Source: an optimization exercise on an open RTL-to-GDS flow (aim: a short achievable clock period and few clock cycles per item). Production flows keep margins and buffers that such runs may drop.
Only simulation tests tie the RTL to the original design; equivalence was not proved.
Power is estimated from default activity; no workload was simulated.

==> flow/flow/abc_speed.script <==
strash
dch
map -D 700
buffer -p
upsize -D 700
dnsize -D 700
==> flow/flow/run.sh <==
#!/bin/bash
# The standard layout (standard.sh), with one change to synthesis: the
# combinational logic is mapped by ABC with a delay-driven script
# (flow/abc_speed.script) and without Yosys's full-adder extraction.
# Registers are mapped before ABC, as in the standard synthesis, so the
# registers, their names and cell types are the standard synthesis's.
set -euo pipefail
here=$(pwd)
rm -rf "$here/scripts"
cp -r "$FLOW_HOME/scripts" "$here/scripts"
cp "$here/flow/abc_speed.script" "$here/scripts/abc_speed.script"
bash standard.sh SCRIPTS_DIR="$here/scripts" ADDER_MAP_FILE= synth > "$here/synth.log" 2>&1
bash standard.sh SCRIPTS_DIR="$here/scripts" > "$here/layout.log" 2>&1
==> flow/design.v <==
package ooo_pkg;
    localparam int XLEN   = 32;
    localparam int REG_AW = 5;
    localparam logic [6:0] OPC_OP     = 7'b0110011;
    localparam logic [6:0] OPC_OP_IMM = 7'b0010011;
    localparam logic [3:0] ALU_ADD = 4'd0;
    localparam logic [3:0] ALU_SUB = 4'd1;
    localparam logic [3:0] ALU_AND = 4'd2;
    localparam logic [3:0] ALU_OR  = 4'd3;
    localparam logic [3:0] ALU_XOR = 4'd4;
    localparam logic [3:0] ALU_SLT = 4'd5;
    localparam logic [3:0] ALU_SLL = 4'd6;
    localparam logic [3:0] ALU_SRL = 4'd7;
endpackage
module alu_exec (
    input  logic [ooo_pkg::XLEN-1:0] add_a_i,
    input  logic [ooo_pkg::XLEN-1:0] add_b_i,
    input  logic                     slt_i,
    input  logic [ooo_pkg::XLEN-1:0] sl_a_i,
    input  logic [4:0]               sl_b_i,
    input  logic [ooo_pkg::XLEN-1:0] sr_a_i,
    input  logic [4:0]               sr_b_i,
    input  logic [ooo_pkg::XLEN-1:0] lg_a_i,
    input  logic [ooo_pkg::XLEN-1:0] lg_b_i,
    input  logic [2:0]               lg_op_i,   
    output logic [ooo_pkg::XLEN-1:0] sum_o,
    output logic [ooo_pkg::XLEN-1:0] diff_o,
    output logic [ooo_pkg::XLEN-1:0] other_o
);
    localparam int XLEN = ooo_pkg::XLEN;
    logic            lt;
    logic [XLEN-1:0] lgc;
    assign sum_o  = add_a_i + add_b_i;
    assign diff_o = add_a_i - add_b_i;
    assign lt     = $signed(add_a_i) < $signed(add_b_i);
    assign lgc = ({XLEN{lg_op_i[0]}} & (lg_a_i ^ lg_b_i))
               | ({XLEN{lg_op_i[1]}} & (lg_a_i | lg_b_i))
               | ({XLEN{lg_op_i[2]}} & (lg_a_i & lg_b_i));
    assign other_o = (sl_a_i << sl_b_i) | (sr_a_i >> sr_b_i) | lgc
                   | {{(XLEN-1){1'b0}}, slt_i & lt};
endmodule
module ooo_core (
    input  logic                       clk_i,
    input  logic                       arst_n_i,
    output logic [ooo_pkg::XLEN-1:0]   inst_addr_o,
    output logic                       inst_ce_o,
    input  logic [ooo_pkg::XLEN-1:0]   inst_i,
    output logic                       commit_valid_o,
    output logic [ooo_pkg::XLEN-1:0]   commit_pc_o,
    output logic [ooo_pkg::REG_AW-1:0] commit_rd_o,
    output logic [ooo_pkg::XLEN-1:0]   commit_value_o
);
    localparam int XLEN   = ooo_pkg::XLEN;
    localparam int REG_AW = ooo_pkg::REG_AW;
    localparam int NREGS  = 1 << REG_AW;
    localparam int R_SUM  = 0;
    localparam int R_DIFF = 1;
    localparam int R_OTH  = 2;
    logic [XLEN-1:0] pc_q;
    logic [XLEN-1:0] addr_q;
    logic            ce_q;
    logic            flight_q;
    assign inst_ce_o   = ce_q;
    assign inst_addr_o = addr_q;
    always_ff @(posedge clk_i or negedge arst_n_i) begin
        if (!arst_n_i) begin
            pc_q     <= '0;
            ce_q     <= 1'b1;
            flight_q <= 1'b0;
        end else begin
            pc_q     <= pc_q + 32'd4;
            ce_q     <= 1'b1;
            flight_q <= 1'b1;
        end
    end
    always_ff @(posedge clk_i) begin
        if (!arst_n_i) begin
            addr_q <= '0;
        end else begin
            addr_q <= pc_q + 32'd4;
        end
    end
    logic              d1_valid_q;
    logic [XLEN-1:0]   ir_q;
    logic [NREGS-1:0]  rd1_sel_q;
    logic [NREGS-1:0]  rd2_sel_q;
    logic [2:0]        hit1_q;      
    logic [2:0]        hit2_q;
    logic              d2_valid_q;
    logic [REG_AW-1:0] d2_rd_q;
    logic              e_valid_q;
    logic [REG_AW-1:0] e_rd_q;
    logic [2:0]        e_cls_q;
    logic              w_valid_q;
    logic [REG_AW-1:0] w_rd_q;
    logic [XLEN-1:0]   w_value_q;
    logic [XLEN-1:0]   wb_value_q;   
    logic [XLEN-1:0]   regs [NREGS];
    logic              is_op;
    logic              is_imm;
    logic [REG_AW-1:0] rd;
    assign is_op  = (ir_q[6:0] == ooo_pkg::OPC_OP);
    assign is_imm = (ir_q[6:0] == ooo_pkg::OPC_OP_IMM);
    assign rd     = (is_op || is_imm) ? ir_q[11:7] : '0;
    logic [REG_AW-1:0] f_rs1;
    logic [REG_AW-1:0] f_rs2;
    logic              f_imm;
    logic [2:0]        f_hit1;
    logic [2:0]        f_hit2;
    assign f_rs1 = inst_i[19:15];
    assign f_rs2 = inst_i[24:20];
    assign f_imm = (inst_i[6:0] == ooo_pkg::OPC_OP_IMM);
    always_comb begin
        f_hit1 = 3'b000;
        f_hit2 = 3'b000;
        if (f_rs1 != '0) begin
            if (d1_valid_q && rd == f_rs1) begin
                f_hit1 = 3'b001;
            end else if (d2_valid_q && d2_rd_q == f_rs1) begin
                f_hit1 = 3'b010;
            end else if (e_valid_q && e_rd_q == f_rs1) begin
                f_hit1 = 3'b100;
            end
        end
        if (f_rs2 != '0 && !f_imm) begin
            if (d1_valid_q && rd == f_rs2) begin
                f_hit2 = 3'b001;
            end else if (d2_valid_q && d2_rd_q == f_rs2) begin
                f_hit2 = 3'b010;
            end else if (e_valid_q && e_rd_q == f_rs2) begin
                f_hit2 = 3'b100;
            end
        end
    end
    always_ff @(posedge clk_i or negedge arst_n_i) begin
        if (!arst_n_i) begin
            d1_valid_q <= 1'b0;
        end else begin
            d1_valid_q <= flight_q;
        end
    end
    always_ff @(posedge clk_i) begin
        ir_q   <= inst_i;
        hit1_q <= f_hit1;
        hit2_q <= f_hit2;
        for (int r = 0; r < NREGS; r++) begin
            rd1_sel_q[r] <= (f_rs1 == REG_AW'(r)) && (r != 0);
            rd2_sel_q[r] <= (f_rs2 == REG_AW'(r)) && (r != 0) && !f_imm;
        end
    end
    logic [XLEN-1:0]   rf1_lo;
    logic [XLEN-1:0]   rf1_hi;
    logic [XLEN-1:0]   rf2_lo;
    logic [XLEN-1:0]   rf2_hi;
    always_comb begin
        rf1_lo = '0;
        rf1_hi = '0;
        rf2_lo = '0;
        rf2_hi = '0;
        for (int r = 1; r < NREGS / 2; r++) begin
            rf1_lo = rf1_lo | ({XLEN{rd1_sel_q[r]}} & regs[r]);
            rf2_lo = rf2_lo | ({XLEN{rd2_sel_q[r]}} & regs[r]);
        end
        for (int r = NREGS / 2; r < NREGS; r++) begin
            rf1_hi = rf1_hi | ({XLEN{rd1_sel_q[r]}} & regs[r]);
            rf2_hi = rf2_hi | ({XLEN{rd2_sel_q[r]}} & regs[r]);
        end
    end
    logic [2:0]        cls;
    logic              use_add;
    logic              use_sh;
    logic              use_lg;
    logic [2:0]        lg_op;
    always_comb begin
        case (ir_q[14:12])
            3'b000:  cls = (is_op && ir_q[30]) ? 3'b010 : 3'b001;
            3'b011:  cls = 3'b001;
            default: cls = 3'b100;
        endcase
    end
    assign use_add = (ir_q[14:12] == 3'b000) || (ir_q[14:12] == 3'b011)
                  || (ir_q[14:12] == 3'b010);
    assign use_sh  = (ir_q[13:12] == 2'b01);
    assign lg_op   = {ir_q[14:12] == 3'b111, ir_q[14:12] == 3'b110, ir_q[14:12] == 3'b100};
    assign use_lg  = |lg_op;
    logic [XLEN-1:0]   d2_rf1_lo_q;
    logic [XLEN-1:0]   d2_rf1_hi_q;
    logic [XLEN-1:0]   d2_rf2_lo_q;
    logic [XLEN-1:0]   d2_rf2_hi_q;
    logic [2:0]        d2_hit1_q;
    logic [2:0]        d2_hit2_q;
    logic              d2_imm_q;
    logic [XLEN-1:0]   d2_immv_q;
    logic [2:0]        d2_cls_q;
    logic              d2_use_add_q;
    logic              d2_use_sl_q;
    logic              d2_use_sr_q;
    logic              d2_use_lg_q;
    logic              d2_slt_q;
    logic [2:0]        d2_lg_op_q;
    always_ff @(posedge clk_i or negedge arst_n_i) begin
        if (!arst_n_i) begin
            d2_valid_q <= 1'b0;
        end else begin
            d2_valid_q <= d1_valid_q;
        end
    end
    always_ff @(posedge clk_i) begin
        d2_rd_q      <= rd;
        d2_rf1_lo_q  <= rf1_lo;
        d2_rf1_hi_q  <= rf1_hi;
        d2_rf2_lo_q  <= rf2_lo;
        d2_rf2_hi_q  <= rf2_hi;
        d2_hit1_q    <= hit1_q;
        d2_hit2_q    <= hit2_q;
        d2_imm_q     <= is_imm;
        d2_immv_q    <= {{(XLEN-12){ir_q[31]}}, ir_q[31:20]};
        d2_cls_q     <= cls;
        d2_use_add_q <= use_add;
        d2_use_sl_q  <= use_sh && !ir_q[14];
        d2_use_sr_q  <= use_sh && ir_q[14];
        d2_use_lg_q  <= use_lg;
        d2_slt_q     <= (ir_q[14:12] == 3'b010);
        d2_lg_op_q   <= lg_op;
    end
    logic [XLEN-1:0]   a_d;
    logic [XLEN-1:0]   b_d;
    assign a_d  = ({XLEN{d2_hit1_q == 3'b000}} & (d2_rf1_lo_q | d2_rf1_hi_q))
                | ({XLEN{d2_hit1_q[1]}} & w_value_q)
                | ({XLEN{d2_hit1_q[2]}} & wb_value_q);
    assign b_d  = d2_imm_q ? d2_immv_q
                           : (({XLEN{d2_hit2_q == 3'b000}} & (d2_rf2_lo_q | d2_rf2_hi_q))
                            | ({XLEN{d2_hit2_q[1]}} & w_value_q)
                            | ({XLEN{d2_hit2_q[2]}} & wb_value_q));
    logic [XLEN-1:0] add_a_q;
    logic [XLEN-1:0] add_b_q;
    logic            slt_q;
    logic [XLEN-1:0] sl_a_q;
    logic [4:0]      sl_b_q;
    logic [XLEN-1:0] sr_a_q;
    logic [4:0]      sr_b_q;
    logic [XLEN-1:0] lg_a_q;
    logic [XLEN-1:0] lg_b_q;
    logic [2:0]      lg_op_q;
    logic [XLEN-1:0] e_sum;
    logic [XLEN-1:0] e_diff;
    logic [XLEN-1:0] e_oth;
    alu_exec u_alu (
        .add_a_i(add_a_q), .add_b_i(add_b_q), .slt_i(slt_q),
        .sl_a_i(sl_a_q), .sl_b_i(sl_b_q), .sr_a_i(sr_a_q), .sr_b_i(sr_b_q),
        .lg_a_i(lg_a_q), .lg_b_i(lg_b_q), .lg_op_i(lg_op_q),
        .sum_o(e_sum), .diff_o(e_diff), .other_o(e_oth)
    );
    logic [2:0] fwd1;           
    logic [2:0] fwd2;
    logic       held1;          
    logic       held2;
    assign fwd1  = d2_hit1_q[0] ? e_cls_q : 3'b000;
    assign fwd2  = d2_hit2_q[0] ? e_cls_q : 3'b000;
    assign held1 = !d2_hit1_q[0];
    assign held2 = !d2_hit2_q[0];
    logic [XLEN-1:0] add_a_d;
    logic [XLEN-1:0] add_b_d;
    logic [XLEN-1:0] sl_a_d;
    logic [XLEN-1:0] sl_b_d;
    logic [XLEN-1:0] sr_a_d;
    logic [XLEN-1:0] sr_b_d;
    logic [XLEN-1:0] lg_a_d;
    logic [XLEN-1:0] lg_b_d;
    assign add_a_d = ({XLEN{d2_use_add_q && held1}}       & a_d)
                   | ({XLEN{d2_use_add_q && fwd1[R_SUM]}}  & e_sum)
                   | ({XLEN{d2_use_add_q && fwd1[R_DIFF]}} & e_diff)
                   | ({XLEN{d2_use_add_q && fwd1[R_OTH]}}  & e_oth);
    assign add_b_d = ({XLEN{d2_use_add_q && held2}}       & b_d)
                   | ({XLEN{d2_use_add_q && fwd2[R_SUM]}}  & e_sum)
                   | ({XLEN{d2_use_add_q && fwd2[R_DIFF]}} & e_diff)
                   | ({XLEN{d2_use_add_q && fwd2[R_OTH]}}  & e_oth);
    assign sl_a_d  = ({XLEN{d2_use_sl_q && held1}}        & a_d)
                   | ({XLEN{d2_use_sl_q && fwd1[R_SUM]}}   & e_sum)
                   | ({XLEN{d2_use_sl_q && fwd1[R_DIFF]}}  & e_diff)
                   | ({XLEN{d2_use_sl_q && fwd1[R_OTH]}}   & e_oth);
    assign sl_b_d  = ({XLEN{d2_use_sl_q && held2}}        & b_d)
                   | ({XLEN{d2_use_sl_q && fwd2[R_SUM]}}   & e_sum)
                   | ({XLEN{d2_use_sl_q && fwd2[R_DIFF]}}  & e_diff)
                   | ({XLEN{d2_use_sl_q && fwd2[R_OTH]}}   & e_oth);
    assign sr_a_d  = ({XLEN{d2_use_sr_q && held1}}        & a_d)
                   | ({XLEN{d2_use_sr_q && fwd1[R_SUM]}}   & e_sum)
                   | ({XLEN{d2_use_sr_q && fwd1[R_DIFF]}}  & e_diff)
                   | ({XLEN{d2_use_sr_q && fwd1[R_OTH]}}   & e_oth);
    assign sr_b_d  = ({XLEN{d2_use_sr_q && held2}}        & b_d)
                   | ({XLEN{d2_use_sr_q && fwd2[R_SUM]}}   & e_sum)
                   | ({XLEN{d2_use_sr_q && fwd2[R_DIFF]}}  & e_diff)
                   | ({XLEN{d2_use_sr_q && fwd2[R_OTH]}}   & e_oth);
    assign lg_a_d  = ({XLEN{d2_use_lg_q && held1}}        & a_d)
                   | ({XLEN{d2_use_lg_q && fwd1[R_SUM]}}   & e_sum)
                   | ({XLEN{d2_use_lg_q && fwd1[R_DIFF]}}  & e_diff)
                   | ({XLEN{d2_use_lg_q && fwd1[R_OTH]}}   & e_oth);
    assign lg_b_d  = ({XLEN{d2_use_lg_q && held2}}        & b_d)
                   | ({XLEN{d2_use_lg_q && fwd2[R_SUM]}}   & e_sum)
                   | ({XLEN{d2_use_lg_q && fwd2[R_DIFF]}}  & e_diff)
                   | ({XLEN{d2_use_lg_q && fwd2[R_OTH]}}   & e_oth);
    always_ff @(posedge clk_i or negedge arst_n_i) begin
        if (!arst_n_i) begin
            e_valid_q <= 1'b0;
        end else begin
            e_valid_q <= d2_valid_q;
        end
    end
    always_ff @(posedge clk_i) begin
        e_rd_q  <= d2_rd_q;
        e_cls_q <= d2_cls_q;
        add_a_q <= add_a_d;
        add_b_q <= add_b_d;
        slt_q   <= d2_slt_q;
        sl_a_q  <= sl_a_d;
        sl_b_q  <= sl_b_d[4:0];
        sr_a_q  <= sr_a_d;
        sr_b_q  <= sr_b_d[4:0];
        lg_a_q  <= lg_a_d;
        lg_b_q  <= lg_b_d;
        lg_op_q <= d2_lg_op_q;
    end
    always_ff @(posedge clk_i or negedge arst_n_i) begin
        if (!arst_n_i) begin
            w_valid_q <= 1'b0;
        end else begin
            w_valid_q <= e_valid_q;
        end
    end
    always_ff @(posedge clk_i) begin
        w_rd_q    <= e_rd_q;
        w_value_q <= ({XLEN{e_cls_q[R_SUM]}}  & e_sum)
                   | ({XLEN{e_cls_q[R_DIFF]}} & e_diff)
                   | ({XLEN{e_cls_q[R_OTH]}}  & e_oth);
        if (w_valid_q && w_rd_q != '0) begin
            regs[w_rd_q] <= w_value_q;
            wb_value_q   <= w_value_q;
        end
    end
    logic [XLEN-1:0]   w_pc_q;
    logic              c_valid_q;
    logic [XLEN-1:0]   c_pc_q;
    logic [REG_AW-1:0] c_rd_q;
    logic [XLEN-1:0]   c_value_q;
    always_ff @(posedge clk_i or negedge arst_n_i) begin
        if (!arst_n_i) begin
            w_pc_q    <= '0;
            c_valid_q <= 1'b0;
        end else begin
            if (w_valid_q) begin
                w_pc_q <= w_pc_q + 32'd4;
            end
            c_valid_q <= w_valid_q;
        end
    end
    always_ff @(posedge clk_i) begin
        c_pc_q    <= w_pc_q;
        c_rd_q    <= w_rd_q;
        c_value_q <= w_value_q;
    end
    assign commit_valid_o = c_valid_q;
    assign commit_pc_o    = c_pc_q;
    assign commit_rd_o    = c_rd_q;
    assign commit_value_o = c_value_q;
endmodule
==> flow/standard.sh <==
#!/bin/bash
# synth_recipe.tcl (not shown) runs the flow's synth.tcl, then flattens the netlist and writes it again
# the make line also repeats each setting of config.mk as NAME=value (left out here)
make -C /OpenROAD-flow-scripts/flow DESIGN_CONFIG=/design/flow/config.mk WORK_HOME=/design/flow/orfs CLKGATE_MAP_FILE= SYNTH_SCRIPT=/design/flow/synth_recipe.tcl "${@:-finish}"
==> flow/constraint.sdc <==
create_clock -name core_clock -period 7.0 [get_ports {clk_i}]
set_input_delay 1.4000 -clock core_clock [delete_from_list [all_inputs] [get_ports {clk_i}]]
set_output_delay 1.4000 -clock core_clock [all_outputs]
set_load 0.01 [all_outputs]
==> flow/config.mk <==
export PLATFORM = sky130hd
export DESIGN_NAME = ooo_core
export DESIGN_NICKNAME = ooo_core
export VERILOG_FILES = /design/flow/design.v
export SDC_FILE = /design/flow/constraint.sdc
export NUM_CORES = 4
export LEC_CHECK = 0
export CAP_MARGIN = 20
export CORE_MARGIN = 2
export CORE_UTILIZATION = 50
export CTS_CLUSTER_DIAMETER = 70
export CTS_CLUSTER_SIZE = 30
export SETUP_SLACK_MARGIN = 5
export SLEW_MARGIN = 20
export TNS_END_PERCENT = 100
==> reports/metrics.yaml <==
hold_path:
  holdPathEnd: "e_cls_q[1]"
  hold-path-cell-count: 0
  min-delay-start: "d2_cls_q[1]"
  hp-class: "flop to flop"
route:
  routed_via_density: 6.91
  vias: 67882
  routed_wirelength_um: 345000
  drc: 0
  drt_first_pass_iters: 9
  wl_per_cell_um: 35.1
  drt_iter0_drc: 10702
  postRouteAntennaNets: 0
clock_tree:
  cts_buffers: 110
  cts_sinks: 1696
  ctsHtreeMaxLevel: 3
  cts.clk_slew.worst_paths_ns: 0.10
  cts_tree: "done"
  clockBufferDepth: 3
  clock_latency_ns: 0.81
  clock-root-buffer: "clkbuf_16"
critical_path:
  start_kind: "flop"
  crit_path_end_kind: "primary output"
  crit_slowest_cell: "dfrtp_1"
  rr_startpoint: "sl_b_q[0]"
  crit_required_ns: 5.60
  reg2reg_slack_ns: 4.38
  crit_arrival_ns: 1.32
  path_cells: "buf_6"
  path_depth: 1
  critPathKind: "flop to primary output"
  worstPathMaxFanout: 1
  path_buf_inv: 1
  r2r_end: "add_b_q[29]"
  path_delay_family: "flip-flops"
  reg2reg_depth: 13
  critical-path-max-stage-delay_ns: 0.39
timing:
  worstMarginPinSlew_ns: 1.23
  fin_crit_ns: 2.72
  rsz0062_at_grt: "true"
  drv_slew: 0
  finalSetupViolCount: 0
  setup_tns_ns: 0
  final_hold_viol_count: 0
  fin_skew_ns: 0.0420
  setup_ws_ns: 4.28
  relSlewSlack_pct: 18.0
  finalCritPeriodShare_pct: 38.8
  fmax_mhz: 368
synthesis:
  syn-mean-instance-area_um2: 10.1
  yosysTopAreaCell: "edfxtp_1"
  synthTopCellsByArea: "edfxtp_1 (42%), dfxtp_1 (16%), nand2_1 (6.4%), nand3_1 (4.3%), a22oi_1 (3.7%)"
  ys_warn_count: 1
  synth_edf_count: 1024
  ys_types: 72
  synthFlopType: "edfxtp_1"
  ys_seq_area_share_pct: 60.4
  syn_inst: 7274
  synth_top_area_share_pct: 41.7
  mappedNetlistArea_um2: 73800
  ys_seq_elements: 1696
  postSynth.asyncResetShare_pct: 3.89
finish:
  regArea_um2: 44900
  fillers: 11067
  top_register: "regs"
  nets: 7823
  multiInputGateArea_um2: 34600
  drive_gt1_share_pct: 31.6
  largest_reg_flops: 992
  area_growth_pct: 31.5
global_route:
  use_met1_pct: 57.3
  grt_busiest_layer: "met2"
  grt_pass1_wl_um: 471000
  grt_overflow: 0
  grt_max_degree: 70
  grt_pass1_vias: 62089
  met2_usage_pct: 63.8
  track_usage_pct: 43.9
  antenna_found_initial: 23
  grt_util_met3_pct: 12.9
pwr:
  power_density_nw_per_um2: 248
  p_leak_nw: 35.1
  ir_drop_mv: 0.298
floorplan:
  rows: 140
  coreArea_um2: 146000
  initial_core_util_pct: 50.5
  die_area_um2: 151000
  die_w_um: 388
  die_y_um: 388
  ios: 137
placement:
  portBuffers: 131
  place_ws_ns: 3.29
  dp_hpwl_um: 216000
  gp_congestion: 1.02
run_status:
  status: "finished clean"
run:
  drv_cap: 0
cells in the final DEF (no fill, tap or decap), types with 34 or more instances in the layout:
cell type / Yosys / layout
dfxtp_1: 606 / 437
nor2_4: 1 / 85
o221ai_1: 65 / 34
o21ai_0: 318 / 155
clkinvlp_4: 0 / 44
a221oi_4: 0 / 71
a22oi_1: 366 / 276
edfxtp_1: 1024 / 1024
nand3_1: 630 / 471
a22oi_2: 0 / 90
clkbuf_16: 0 / 114
nor2_1: 481 / 362
dfxtp_4: 0 / 52
o21ai_2: 7 / 85
buf_2: 20 / 44
nor3_1: 80 / 51
nand2_4: 0 / 62
o2111ai_4: 0 / 42
nand3_2: 1 / 124
a21oi_1: 271 / 149
a221oi_2: 0 / 90
o21ai_4: 0 / 45
nand3_4: 0 / 36
nand4_1: 135 / 135
buf_12: 0 / 98
dfrtp_1: 66 / 65
nand2_1: 1252 / 1051
buf_6: 8 / 206
o2111ai_2: 14 / 51
nand2_2: 7 / 143
a21oi_2: 8 / 98
o2111ai_1: 118 / 40
buf_4: 9 / 313
inv_1: 579 / 519
nor2_2: 5 / 46
o21ai_1: 42 / 82
a221oi_1: 312 / 151
o22ai_1: 133 / 112
dfxtp_2: 0 / 117
o211ai_1: 63 / 63
synth_stat cells, drive strengths merged, types with 12 or more instances:
library cell	count
nand2	1259
edfxtp	1024
nand3	631
dfxtp	606
inv	585
nor2	487
o21ai	367
a22oi	366
a221oi	312
clkbuf	300
a21oi	279
nand4	135
o22ai	134
o2111ai	132
nor3	84
o211ai	67
dfrtp	66
o221ai	66
buf	53
xor2	43
a31oi	29
mux2i	25
a211oi	24
o21bai	21
a22o	18
xnor2	18
o21a	17
a31o	16
nor4	16
clkinv	13
a32oi	12
o22a	12
how the worst max path moves through the flow:
stage,from,end,slack [ns]
2_1_floorplan,w_rd_q[0],regs[13][0],4.54
3_3_place_gp,sr_b_q[3],add_b_q[9],3.28
3_5_place_dp,sr_b_q[3],add_b_q[9],3.29
4_1_cts,c_valid_q,commit_valid_o,4.25
5_1_grt,c_valid_q,commit_valid_o,4.25
6_report,c_valid_q,commit_valid_o,4.28
through the flow:
stage	cells	cell area, um2	utilization [%]	hold slack (ns)	power [mW]
after floorplan	7278	74100	-	0.310	13.2
after global placement	9124	77700	53.2	0.311	15.0
after detailed placement	9127	77800	53.3	0.312	15.1
after CTS	9693	92500	63.3	0.313	23.4
after global routing	9804	96900	66.4	0.328	24.5
final	9818	97000	66.4	0.319	24.1
cell families after synthesis:
group / share of synthesized area [%]
other: 0.0102
buffers and inverters: 5.00
DFF: 60.4
and+or+nand+nor: 15.3
AOI/OAI and AO/OA: 18.1
muxes: 0.355
xor gates and xnor gates: 0.775
power by group:
| part | switching, mW | internal, mW |
|---|---|---|
| Combinational | 2.84 | 1.45 |
| Sequential | 0.926 | 11.2 |
| Clock | 4.34 | 3.30 |
| Total | 8.10 | 16.0 |
per-layer routing:
metal	vias up	wire length (um)	share of wire [%]
met2	5331	146000	42
met1	33226	123000	36
li1	28086	-	-
met4	22	28900	8.4
met5	-	147	0.043
met3	1217	46900	14
layout make-up:
cell class	instances	area share, %
timing repair buffer	740	8.54
clock inverter	97	1.53
sequential	1696	46.3
inverter	598	2.60
antenna	14	0.0361
multi-input combinational	4639	35.7
clock buffer	113	2.85
timing repair inverter	4	0.0271
tap	1917	2.47
what timing repair did:
item                                    in CTS  in global routing
endpoints found under the setup margin    1539                994
cloned                                      38                  4
setup buffers                              318                107
resized for setup                         2088                709
hold buffers                                 0                  0
pin swaps                                  387                373
Testbench counts, summed over its fixed seeds: cycles 32,296, insts 32,248.

-- what the ideal ports hide --
The flow's constraints put no driver on any port. The routed layout listed below was extracted and timed again, unchanged, in two steps. Step 1 assumes that a clkbuf_16 drives the clock port and a buf_2 every other input. Step 2 also shifts input and output timing later by t, the mid clock arrival at the registers, as if the neighbouring blocks saw the same clock. a / b / c = ideal ports / drivers / drivers and shift; a / b = the first two.
t, ns: 0.877
setup slack, ns: 4.281 / 4.200 / 4.161
latest minus earliest clock arrival (ns): 0.050 / 0.050
worst data-port slew with drivers (ns): 0.08
After both steps setup and hold are still met in this run. For this run, drivers alone change the setup slack by -0.081 ns; drivers and shift together by -0.120 ns.
